This design comes from an exercise in tuning for small area, a short achievable clock period and few clock cycles per item on the open sky130 flow, not from production work. In this exercise RTL edits were held to simulation tests only and were not proved equivalent to the original.

==> 03-04 <==
Design alu_mc, start of the top module:
module alu_mc #(
  parameter int WIDTH = 64
) (
  input  logic             clk,
  input  logic             rst_n,
  input  logic             in_valid,
  output logic             in_ready,
  input  logic [WIDTH-1:0] A,
  input  logic [WIDTH-1:0] B,
  input  logic [2:0]       ALUop,
  output logic             out_valid,
  input  logic             out_ready,
  output logic [WIDTH-1:0] Y,
  output logic [WIDTH-1:0] Y_hi,
  output logic [WIDTH-1:0] REM,
  output logic             ZERO,
  output logic             COUT,
  output logic             OVF,
  output logic             DIV0
);
  localparam logic [2:0] OP_ADD = 3'b000;
  localparam logic [2:0] OP_SUB = 3'b001;
  localparam logic [2:0] OP_AND = 3'b010;
  localparam logic [2:0] OP_OR  = 3'b011;
  localparam logic [2:0] OP_XOR = 3'b100;
  localparam logic [2:0] OP_MUL = 3'b101;
  localparam logic [2:0] OP_DIV = 3'b110;
  localparam logic [2:0] S_IDLE  = 3'd0;
  localparam logic [2:0] S_EXEC  = 3'd1;
  localparam logic [2:0] S_ALIGN = 3'd2;
  localparam logic [2:0] S_DIVS  = 3'd3;
  ...
make LEC_CHECK=0 CAP_MARGIN=20 CORE_MARGIN=2 CORE_UTILIZATION=45 SETUP_SLACK_MARGIN=2 SLEW_MARGIN=20 finish   # period 6.5 ns
run.sh (not shown) runs the stock make flow with config.mk's settings and CLKGATE_MAP_FILE= SYNTH_SCRIPT=/design/flow/synth_recipe.tcl, a recipe that flattens the netlist after the stock synthesis.
==> 12-19 (differences from 03-04) <==
--- a/flow/design.v
+++ b/flow/design.v
@@ -34,17 +34,17 @@
   localparam logic [2:0] S_MULF  = 3'd6;
   localparam int W = 69;   
   logic [2:0]  state;
   logic [67:0] H;          
   logic [63:0] L;          
   logic [66:0] D;          
   logic [6:0]  cnt;
+  logic [6:0]  lzA, lzB;
   logic [2:0]  opr;
   logic        x_div0;                           
-  logic        mfirst;                           
   logic        ov, o_md, o_mul, o_div, div0_r, cout_r, ovf_r;    
   logic [5:0]  sel_a, sel_b;    
   logic        neg0, neg1;
   logic st_idle, st_exec, st_align, st_divs, st_divc, st_muls, st_mulf;
   logic acc, o_free, x_free, md_fin;
   assign st_idle  = (state == S_IDLE);
   assign st_exec  = (state == S_EXEC);
@@ -52,18 +52,56 @@
   assign st_divs  = (state == S_DIVS);
   assign st_divc  = (state == S_DIVC);
   assign st_muls  = (state == S_MULS);
   assign st_mulf  = (state == S_MULF);
   assign o_free    = ~ov | out_ready;                
   assign x_free    = st_idle | (st_exec & o_free);   
   assign out_valid = ov;
-  assign in_ready  = x_free & (~(ov & o_md) | out_ready);
+  assign in_ready  = x_free & (~(ov & o_md) | out_ready) &
+                     ((ALUop != OP_MUL) | (~st_exec & o_free));
   assign acc       = in_valid & in_ready;
+  function automatic logic [6:0] clz64(input logic [63:0] x);
+    logic [31:0]      v1;
+    logic [31:0]      p1;
+    logic [15:0]      v2;
+    logic [15:0][1:0] p2;
+    logic [7:0]       v3;
+    logic [7:0][2:0]  p3;
+    logic [3:0]       v4;
+    logic [3:0][3:0]  p4;
+    logic [1:0]       v5;
+    logic [1:0][4:0]  p5;
+    logic             v6;
+    logic [5:0]       p6;
+    for (int i = 0; i < 32; i++) begin
+      v1[i] = x[2*i+1] | x[2*i];
+      p1[i] = ~x[2*i+1];
+    end
+    for (int i = 0; i < 16; i++) begin
+      v2[i] = v1[2*i+1] | v1[2*i];
+      p2[i] = v1[2*i+1] ? {1'b0, p1[2*i+1]} : {1'b1, p1[2*i]};
+    end
+    for (int i = 0; i < 8; i++) begin
+      v3[i] = v2[2*i+1] | v2[2*i];
+      p3[i] = v2[2*i+1] ? {1'b0, p2[2*i+1]} : {1'b1, p2[2*i]};
+    end
+    for (int i = 0; i < 4; i++) begin
+      v4[i] = v3[2*i+1] | v3[2*i];
+      p4[i] = v3[2*i+1] ? {1'b0, p3[2*i+1]} : {1'b1, p3[2*i]};
+    end
+    for (int i = 0; i < 2; i++) begin
+      v5[i] = v4[2*i+1] | v4[2*i];
+      p5[i] = v4[2*i+1] ? {1'b0, p4[2*i+1]} : {1'b1, p4[2*i]};
+    end
+    v6 = v5[1] | v5[0];
+    p6 = v5[1] ? {1'b0, p5[1]} : {1'b1, p5[0]};
+    clz64 = v6 ? {1'b0, p6} : 7'd64;
+  endfunction
   logic [W-1:0] Hx, Dx, D2, one0v, two0v, neg0v, one1v, two1v, neg1v, r0, m1, r1, sv, cv, S;
-  assign Hx  = {H[67], H} & {W{~mfirst}};
+  assign Hx  = {H[67], H};
   assign Dx  = {2'b00, D};
   assign D2  = {1'b0, D, 1'b0};
   always_comb begin
     for (int i = 0; i < W; i++) begin
       if (i < W/2) begin
         one0v[i] = sel_a[5]; two0v[i] = sel_a[4]; neg0v[i] = sel_a[3];
         one1v[i] = sel_a[2]; two1v[i] = sel_a[1]; neg1v[i] = sel_a[0];
@@ -110,56 +148,43 @@
       OP_ADD, OP_SUB: res = S[63:0];
       OP_AND:         res = cv[63:0];
       OP_OR:          res = cv[63:0] | sv[63:0];
       OP_XOR:         res = sv[63:0];
       default:        res = '0;
     endcase
   end
-  logic [66:0] pa, mk, pl [0:6];
-  logic        z0, c0, c12;    
-  always_comb begin
-    pl[0] = {3'b000, H[63:0]};
-    for (int l = 0; l < 6; l++)
-      for (int i = 0; i < 67; i++)
-        pl[l+1][i] = (i + (1 << l) < 67) ? (pl[l][i] | pl[l][i+(1<<l)]) : pl[l][i];
-    pa = pl[6];
-    mk = ~{1'b0, pa[66:1]};
-  end
-  assign z0  = |(D & ~pa) & (cnt == 7'd0);  
-  assign c0  = |(D & mk);                   
-  assign c12 = |({D[54:0], 12'd0} & mk) | (|D[66:55]);    
+  logic [7:0] sdiff, sp3;
+  logic [4:0] kq;
+  assign sdiff = {1'b0, lzB} - {1'b0, lzA};
+  assign sp3   = sdiff + 8'd3;
+  assign kq    = sp3[6:2];
   function automatic logic [2:0] booth(input logic [2:0] b);   
     booth[2] = b[1] ^ b[0];
     booth[1] = (b[2] & ~b[1] & ~b[0]) | (~b[2] & b[1] & b[0]);
     booth[0] = b[2] & ~(b[1] & b[0]);
   endfunction
-  logic [7:0] ml;                 
-  assign ml = mfirst ? H[7:0] : L[7:0];
-  assign md_fin = (st_align & o_free & (x_div0 | z0)) | (st_divs & (cnt == 7'd0) & q) | st_divc |
+  assign md_fin = (st_align & o_free & (x_div0 | sdiff[7])) | (st_divs & (cnt == 7'd0) & q) | st_divc |
                   (st_muls & (cnt == 7'd0) & ~L[3]) | st_mulf;
   always_ff @(posedge clk or negedge rst_n) begin
     if (!rst_n) begin
       state <= S_IDLE;
       ov    <= 1'b0;
       o_md  <= 1'b0;
     end else begin
       if (acc) begin
         if (ALUop == OP_MUL)      state <= S_MULS;
         else if (ALUop == OP_DIV) state <= S_ALIGN;
         else                      state <= S_EXEC;
       end else begin
         case (state)
           S_EXEC:  if (o_free) state <= S_IDLE;
-          S_ALIGN: if (o_free) begin
-            if (x_div0 || z0) state <= S_IDLE;
-            else if (c0)      state <= S_DIVS;
-          end
+          S_ALIGN: if (o_free) state <= (x_div0 || sdiff[7]) ? S_IDLE : S_DIVS;
           S_DIVS:  if (cnt == 7'd0) state <= q ? S_IDLE : S_DIVC;
           S_DIVC:  state <= S_IDLE;
-          S_MULS:  if ((cnt == 7'd0) && (~mfirst | o_free)) state <= L[3] ? S_MULF : S_IDLE;
+          S_MULS:  if (cnt == 7'd0) state <= L[3] ? S_MULF : S_IDLE;
           S_MULF:  state <= S_IDLE;
           default: ;
         endcase
       end
       if ((st_exec & o_free) | md_fin) begin
         ov   <= 1'b1;
         o_md <= ~st_exec;
@@ -168,21 +193,28 @@
       end
     end
   end
   always_ff @(posedge clk) begin
     if (acc) begin
       opr    <= ALUop;
       x_div0 <= (B == '0);
-      H      <= {4'd0, A};
-      mfirst <= (ALUop == OP_MUL);
+      H      <= (ALUop == OP_MUL) ? 68'd0 : {4'd0, A};
       D      <= {3'd0, B};
-      cnt    <= (ALUop == OP_MUL) ? 7'd15 : 7'd0;
+      lzA    <= clz64(A);
+      lzB    <= clz64(B);
+      cnt    <= 7'd15;
       if (ALUop == OP_MUL) begin
         sel_a  <= {booth({A[1:0], 1'b0}), booth(A[3:1])};
         sel_b  <= ~{booth({A[1:0], 1'b0}), booth(A[3:1])};
+        L      <= A;
+        o_mul  <= 1'b1;
+        o_div  <= 1'b0;
+        div0_r <= 1'b0;
+        cout_r <= 1'b0;
+        ovf_r  <= 1'b0;
       end else begin
         sel_a <= {2'b10, (ALUop == OP_SUB) || (ALUop == OP_DIV), 3'b000};
         sel_b <= ~{2'b10, (ALUop == OP_SUB) || (ALUop == OP_DIV), 3'b000};
       end
     end
     case (state)
       S_EXEC: if (o_free) begin
@@ -198,18 +230,16 @@
         end else if (opr == OP_SUB) begin
           cout_r <= ~S[64];
           ovf_r  <= (H[63] != D[63]) && (S[63] != H[63]);
         end
       end
       S_ALIGN: if (o_free) begin
         L      <= x_div0 ? '1 : '0;
-        if (!c0) begin
-          D   <= c12 ? {D[62:0], 4'd0} : {D[50:0], 16'd0};
-          cnt <= cnt + (c12 ? 7'd4 : 7'd16);
-        end
+        D      <= D << {kq, 2'b00};
+        cnt    <= {kq, 2'b00};
         o_mul  <= 1'b0;
         o_div  <= 1'b1;
         div0_r <= x_div0;
         cout_r <= 1'b0;
         ovf_r  <= 1'b0;
       end
       S_DIVS: begin
@@ -219,32 +249,24 @@
         sel_b[3] <= ~q;
         if (cnt != 7'd0) begin
           D   <= D >> 1;
           cnt <= cnt - 7'd1;
         end
       end
       S_DIVC: H <= S[67:0];
-      S_MULS: if (~mfirst | o_free) begin
-        H      <= {{3{S[W-1]}}, S[W-1:4]};
-        L      <= {S[3:0], mfirst ? H[63:4] : L[63:4]};
-        cnt    <= cnt - 7'd1;
-        mfirst <= 1'b0;
-        if (mfirst) begin
-          o_mul  <= 1'b1;
-          o_div  <= 1'b0;
-          div0_r <= 1'b0;
-          cout_r <= 1'b0;
-          ovf_r  <= 1'b0;
-        end
+      S_MULS: begin
+        H   <= {{3{S[W-1]}}, S[W-1:4]};
+        L   <= {S[3:0], L[63:4]};
+        cnt <= cnt - 7'd1;
         if (cnt == 7'd0) begin
           sel_a <= 6'b100000;
           sel_b <= ~6'b100000;
         end else begin
-          sel_a <= {booth(ml[5:3]), booth(ml[7:5])};
-          sel_b <= ~{booth(ml[5:3]), booth(ml[7:5])};
+          sel_a <= {booth(L[5:3]), booth(L[7:5])};
+          sel_b <= ~{booth(L[5:3]), booth(L[7:5])};
         end
       end
       S_MULF: H <= S[67:0];
       default: ;
     endcase
   end
   assign Y    = L;
- CORE_UTILIZATION: 45 -> 62
- SETUP_SLACK_MARGIN: 2 -> 3
==> results.txt <==
Outcome: 12-19 did not finish; 03-04 no timing/DRC/antenna violations
Stage where the flow stopped: 12-19 global routing; 03-04 -
Ys async rst share: 12-19 2.041%; 03-04 2.146%
TritonCTS buffer count: 12-19 31; 03-04 30
Top-area cell type share of the netlist area: 12-19 10.64%; 03-04 11.77%
Post-Place Worst Slack: 12-19 1133 ps; 03-04 699.2 ps
Synthesized instance count: 12-19 3,651; 03-04 3,303
Compound-Gate Fraction of Synth Area: 12-19 29.12%; 03-04 29.41%
Placement row count: 12-19 76; 03-04 88
Half-perimeter wire length after detailed placement: 12-19 98,790 um; 03-04 98,440 um
Multiplexer area fraction after synthesis: 12-19 5.480%; 03-04 6.855%
Post-cts resize count: 12-19 630; 03-04 231
Initial core utilization: 12-19 63.13%; 03-04 45.28%
Post-synthesis sequential area ratio: 12-19 21.55%; 03-04 20.90%
Post-synthesis instance area: 12-19 27,380 sq um; 03-04 26,030 sq um
Area share of and/or/nand/nor cells after synthesis: 12-19 19.76%; 03-04 19.19%
Die extent in y: 12-19 214.1 um; 03-04 244.5 um
Count of state elements after synthesis: 12-19 245; 03-04 233
Instance area after placement: 12-19 31,380 sq um; 03-04 29,770 sq um
Count of flip-flops with a built-in enable after synthesis: 12-19 97; 03-04 75
Mean instance size in the synthesized netlist: 12-19 7.498 sq um; 03-04 7.880 sq um
Clock sink total: 12-19 245; 03-04 233
Ys Warns: 12-19 3; 03-04 4
Post-synthesis adder-cell area fraction: 12-19 8.337%; 03-04 8.903%
Synth area leader: 12-19 sky130_fd_sc_hd__edfxtp_1; 03-04 sky130_fd_sc_hd__dfxtp_1
Xor and xnor fraction of the mapped netlist area: 12-19 7.496%; 03-04 7.187%
Placed instance count: 12-19 4,348; 03-04 4,185
Testbench counts of 03-04, summed over its fixed seeds: cycles 18,682, items 3,200.
Testbench counts of 12-19, summed over its fixed seeds: cycles 18,528, items 3,200.

==> afterwards: timing with drivers on the ports <==
The results above use ideal ports. As a check the final layout listed here was re-extracted and re-timed, cells and wires unchanged.
Step 1 assumes that a clkbuf_16 drives the clock port and a buf_2 every other input.
Step 2 times the ports against the registers' clock, not the clock port: input delays grow and output delays shrink by t, the midpoint of the rising clock arrivals with the driver on.
a / b / c = ideal ports / drivers / drivers and shift; a / b = the first two.
run: 03-04
shift t [ns]: 0.687
slack for setup (ns): 1.962 / 1.962 / 1.962
hold slack, ns: 0.528 / 0.528 / 0.528
worst slew at a driven data input, ns: 0.06
After both steps setup and hold are still met in 03-04. For 03-04, drivers alone change the setup slack by 0.000 ns; drivers and shift together by 0.000 ns.
